From an optimization exercise on the open Yosys and OpenROAD flow, aimed at small area; shortcuts taken in it are not production practice.
Function was checked by simulation only, so behaviour that the tests miss may differ from the original.
Power figures rest on the tool's default switching activity, not on a simulated workload.

v6:
==> module pool_frame_buffer, before the edit <==
module pool_frame_buffer
(
  input  logic          clk,
  input  logic          reset,
  input  logic [PP:0]   in_data,
  input  logic          in_valid,
  output logic [PP:0]   out_data,
  output logic [AW-1:0] out_idx,
  output logic          out_valid,
  input  logic          out_ready,
  output logic          out_last,
  output logic          frame_done,
  output logic          overflow
);
  localparam logic [AW-1:0] LAST = AW'(N - 1);
  localparam int W = PP + 1;
  logic wbank, rbank, wr_en, wr_last, hs, rel, ld, wfull;
  logic [1:0] bank_full;
  logic [AW-1:0] wr_idx;
  assign wfull = wbank ? bank_full[1] : bank_full[0];
  assign wr_en = in_valid && !wfull;
  assign wr_last = wr_en && wr_idx == LAST;
  assign hs = out_valid && out_ready;
  assign out_last = out_idx[7] && out_idx[6] && out_idx[1] && out_idx[0];
  assign rel = hs && out_last;
  logic [W-1:0] d [RL];
  always_ff @(posedge clk) begin
    d[0] <= in_data;
    for (int k = 1; k < RL; k++) d[k] <= d[k-1];
  end
  logic [W-1:0] word [2];
  logic [1:0] sh, nsh;
  for (genvar b = 0; b < 2; b++) begin : g_bank
    logic wreq, req, relb, busy, s_n;
    logic [RW-1:0] cnt, cnt_n;
    logic [PW-1:0] phi, phi_n, q, q_n;
    logic [RL-1:0] hist, hist_n, old1;
    logic [W-1:0] din;
    logic [W*RL-1:0] head_ring;
    logic [W-1:0] prev_last;
    assign wreq = wr_en && wbank == b;
    assign req = wreq || (hs && rbank == b);
    assign relb = rel && rbank == b;
    always_comb begin
      for (int k = 0; k < RL; k++) begin
        old1[k] = hist[k];
        for (int m = k + 1; m < RL; m++) if (hist[m]) old1[k] = 1'b0;
      end
      busy = hist != '0;
      din = '0;
      for (int k = 0; k < RL; k++) if (old1[k]) din = din | d[k];
      hist_n = {hist[RL-2:0] & ~(sh[b] ? old1[RL-2:0] : '0), wreq};
      phi_n = sh[b] ? phi : (phi == PW'(RL - 1) ? '0 : phi + PW'(1));
      cnt_n = relb ? '0 : cnt + RW'(req) - RW'(sh[b]);
      if (relb) q_n = phi_n;
      else if (req) q_n = q;
      else q_n = q == PW'(RL - 1) ? '0 : q + PW'(1);
      if (!reset) begin
        hist_n = '0;
        phi_n = '0;
        cnt_n = '0;
        q_n = '0;
      end
      s_n = phi_n == '0 && cnt_n != '0;
    end
    always_ff @(posedge clk) begin
      hist <= hist_n;
      phi <= phi_n;
      cnt <= cnt_n;
      q <= q_n;
      sh[b] <= s_n;
      nsh[b] <= !s_n;
    end
    pfb_bank_ram #(.W(W), .D(N), .L(RL)) bank (
      .clk(clk), .sh(sh[b]), .nsh(nsh[b]), .din(din), .head_ring(head_ring), .prev_last(prev_last)
    );
    always_comb begin
      word[b] = '0;
      for (int k = 0; k < RL; k++) if (q == PW'(k)) word[b] = head_ring[W*((RL - 1 + k) % RL) +: W];
      if (cnt == RW'(RL)) word[b] = prev_last;
    end
  end
  assign out_data = rbank ? word[1] : word[0];
  always_ff @(posedge clk) begin
    if (!reset) begin
      wbank <= 1'b0;
      rbank <= 1'b0;
      wr_idx <= '0;
      bank_full <= 2'b00;
      frame_done <= 1'b0;
      overflow <= 1'b0;
      ld <= 1'b0;
      out_valid <= 1'b0;
      out_idx <= '0;
    end else begin
      frame_done <= wr_last;
      if (in_valid && wfull) overflow <= 1'b1;
      if (wr_en) wr_idx <= wr_last ? '0 : wr_idx + AW'(1);
      if (wr_last) wbank <= !wbank;
      if (rel) rbank <= !rbank;
      bank_full <= (bank_full & ~(rel ? 2'b01 << rbank : 2'b00)) | (wr_last ? 2'b01 << wbank : 2'b00);
      ld <= !ld && !out_valid && (rbank ? bank_full[1] : bank_full[0]);
      if (ld) out_valid <= 1'b1;
      else if (rel) out_valid <= 1'b0;
      if (hs) out_idx <= out_last ? '0 : out_idx + AW'(1);
    end
  end
endmodule
clock: 10.0 ns
lec_check: 0
cap_margin: 20
core_margin: 2
core_utilization: 80
slew_margin: 20
synth_memory_max_bits: 8192
standard.sh (not shown) runs the stock make flow with config.mk's settings and CLKGATE_MAP_FILE= SYNTH_SCRIPT=/design/flow/synth_recipe.tcl, a recipe that flattens the netlist after the stock synthesis.
==> flow/flow/run.sh <==
#!/bin/bash
# Standard layout (the standard.sh, unchanged synthesis) with two CTS/port-buffer options:
# clock tree built without dummy loads, and small buffers on the ports.
set -e
export CTS_ARGS="-sink_clustering_enable -repair_clock_nets -dont_use_dummy_load -buf_list {sky130_fd_sc_hd__clkbuf_2 sky130_fd_sc_hd__clkbuf_4 sky130_fd_sc_hd__clkbuf_8} -sink_clustering_size 20 -sink_clustering_max_diameter 50"
export BUFFER_PORTS_ARGS="-buffer_cell sky130_fd_sc_hd__buf_1"
bash standard.sh > standard.log 2>&1
The inputs of v7 differ from those of v6 as listed below.
--- a/flow/design.v
+++ b/flow/design.v
@@ -5,9 +5,8 @@
   localparam int OUT_DIM = DIM / POOL;
   localparam int N = OUT_DIM * OUT_DIM;
   localparam int AW = $clog2(N);
-  localparam int RL = 7;
+  localparam int RL = 4;
   localparam int RW = $clog2(RL + 1);
-  localparam int PW = $clog2(RL);
   typedef enum logic [1:0] {RD_IDLE, RD_LOAD, RD_STREAM} rd_state_t;
 endpackage
 import pool_frame_buffer_pkg::*;
@@ -75,53 +74,46 @@
   logic [W-1:0] word [2];
   logic [1:0] sh, nsh;
   for (genvar b = 0; b < 2; b++) begin : g_bank
-    logic wreq, req, relb, busy, s_n;
-    logic [RW-1:0] cnt, cnt_n;
-    logic [PW-1:0] phi, phi_n, q, q_n;
-    logic [RL-1:0] hist, hist_n, old1;
+    logic wreq, req, relb, busy;
+    logic [RW-1:0] cnt, cnt_n, phi, phi_n;
+    logic [RL-1:0] hist, hist_n;
     logic [W-1:0] din;
     logic [W*RL-1:0] head_ring;
     logic [W-1:0] prev_last;
+    int oldest, slot;
     assign wreq = wr_en && wbank == b;
     assign req = wreq || (hs && rbank == b);
     assign relb = rel && rbank == b;
     always_comb begin
-      for (int k = 0; k < RL; k++) begin
-        old1[k] = hist[k];
-        for (int m = k + 1; m < RL; m++) if (hist[m]) old1[k] = 1'b0;
-      end
+      oldest = 0;
+      for (int k = 0; k < RL; k++) if (hist[k]) oldest = k;
       busy = hist != '0;
-      din = '0;
-      for (int k = 0; k < RL; k++) if (old1[k]) din = din | d[k];
-      hist_n = {hist[RL-2:0] & ~(sh[b] ? old1[RL-2:0] : '0), wreq};
-      phi_n = sh[b] ? phi : (phi == PW'(RL - 1) ? '0 : phi + PW'(1));
+      din = d[oldest];
+      hist_n = hist;
+      if (sh[b] && busy) hist_n[oldest] = 1'b0;
+      hist_n = {hist_n[RL-2:0], wreq};
+      phi_n = sh[b] ? phi : (phi == RW'(RL - 1) ? '0 : phi + RW'(1));
       cnt_n = relb ? '0 : cnt + RW'(req) - RW'(sh[b]);
-      if (relb) q_n = phi_n;
-      else if (req) q_n = q;
-      else q_n = q == PW'(RL - 1) ? '0 : q + PW'(1);
       if (!reset) begin
         hist_n = '0;
         phi_n = '0;
         cnt_n = '0;
-        q_n = '0;
       end
-      s_n = phi_n == '0 && cnt_n != '0;
     end
     always_ff @(posedge clk) begin
       hist <= hist_n;
       phi <= phi_n;
       cnt <= cnt_n;
-      q <= q_n;
-      sh[b] <= s_n;
-      nsh[b] <= !s_n;
+      sh[b] <= phi_n == '0 && cnt_n != '0;
+      nsh[b] <= !(phi_n == '0 && cnt_n != '0);
     end
     pfb_bank_ram #(.W(W), .D(N), .L(RL)) bank (
       .clk(clk), .sh(sh[b]), .nsh(nsh[b]), .din(din), .head_ring(head_ring), .prev_last(prev_last)
     );
     always_comb begin
-      word[b] = '0;
-      for (int k = 0; k < RL; k++) if (q == PW'(k)) word[b] = head_ring[W*((RL - 1 + k) % RL) +: W];
+      slot = (RL - 1 - int'(cnt) + int'(phi)) % RL;
       if (cnt == RW'(RL)) word[b] = prev_last;
+      else word[b] = head_ring[W*slot +: W];
     end
   end
   assign out_data = rbank ? word[1] : word[0];
### Flow results
The cell count of v7 exceeds that of v6 by 163.
Of the two candidates, v6 has the worse worst setup slack after placement and v7 the better one.
v6 consumes less power than v7.
v7 vs. v6: core area went up by about 1.9%.
Net switching power: higher on v7
Against v6 as the reference, v7 delivers a lower met1 global-route usage.
Worst setup path endpoint = out_data[7]: v6; worst setup path endpoint = out_data[3]: v7
What v6 reported for layout multi-input combinational cell count has to be multiplied by 1.18 to get the figure for v7.
Fraction of standard cell area in multi-input logic ended up 2.3 points higher on v7 than on v6.
Post-route standard cell area excluding fillers (v7 over v6): increase, about 1.6%
The lower final wirelength of v6 and v7 is in v7.
v7 vs v6, DRC violation total after the first TritonRoute iteration went down by 20.

==> what the ideal ports hide <==
The results above use ideal ports. As a check the final layouts listed here were re-extracted and re-timed, cells and wires unchanged. Step 1 assumes that a clkbuf_16 drives the clock port and a buf_2 every other input. Step 2 moves the port delays by t, midway between the first and last clock arrival at a register: inputs arrive t later, outputs are due t later. That takes back most of the time a late clock gives input paths. a / b / c = ideal / step 1 / step 2; a / b = the first two.
run | t (ns) | setup WS [ns] | worst slew at a driven data input, ns
v6 | 0.915 | 4.319 / 4.251 / 5.167 | 0.13
v7 | 0.922 | 4.937 / 4.868 / 5.450 | 0.16
After both steps every run listed still meets setup and hold.
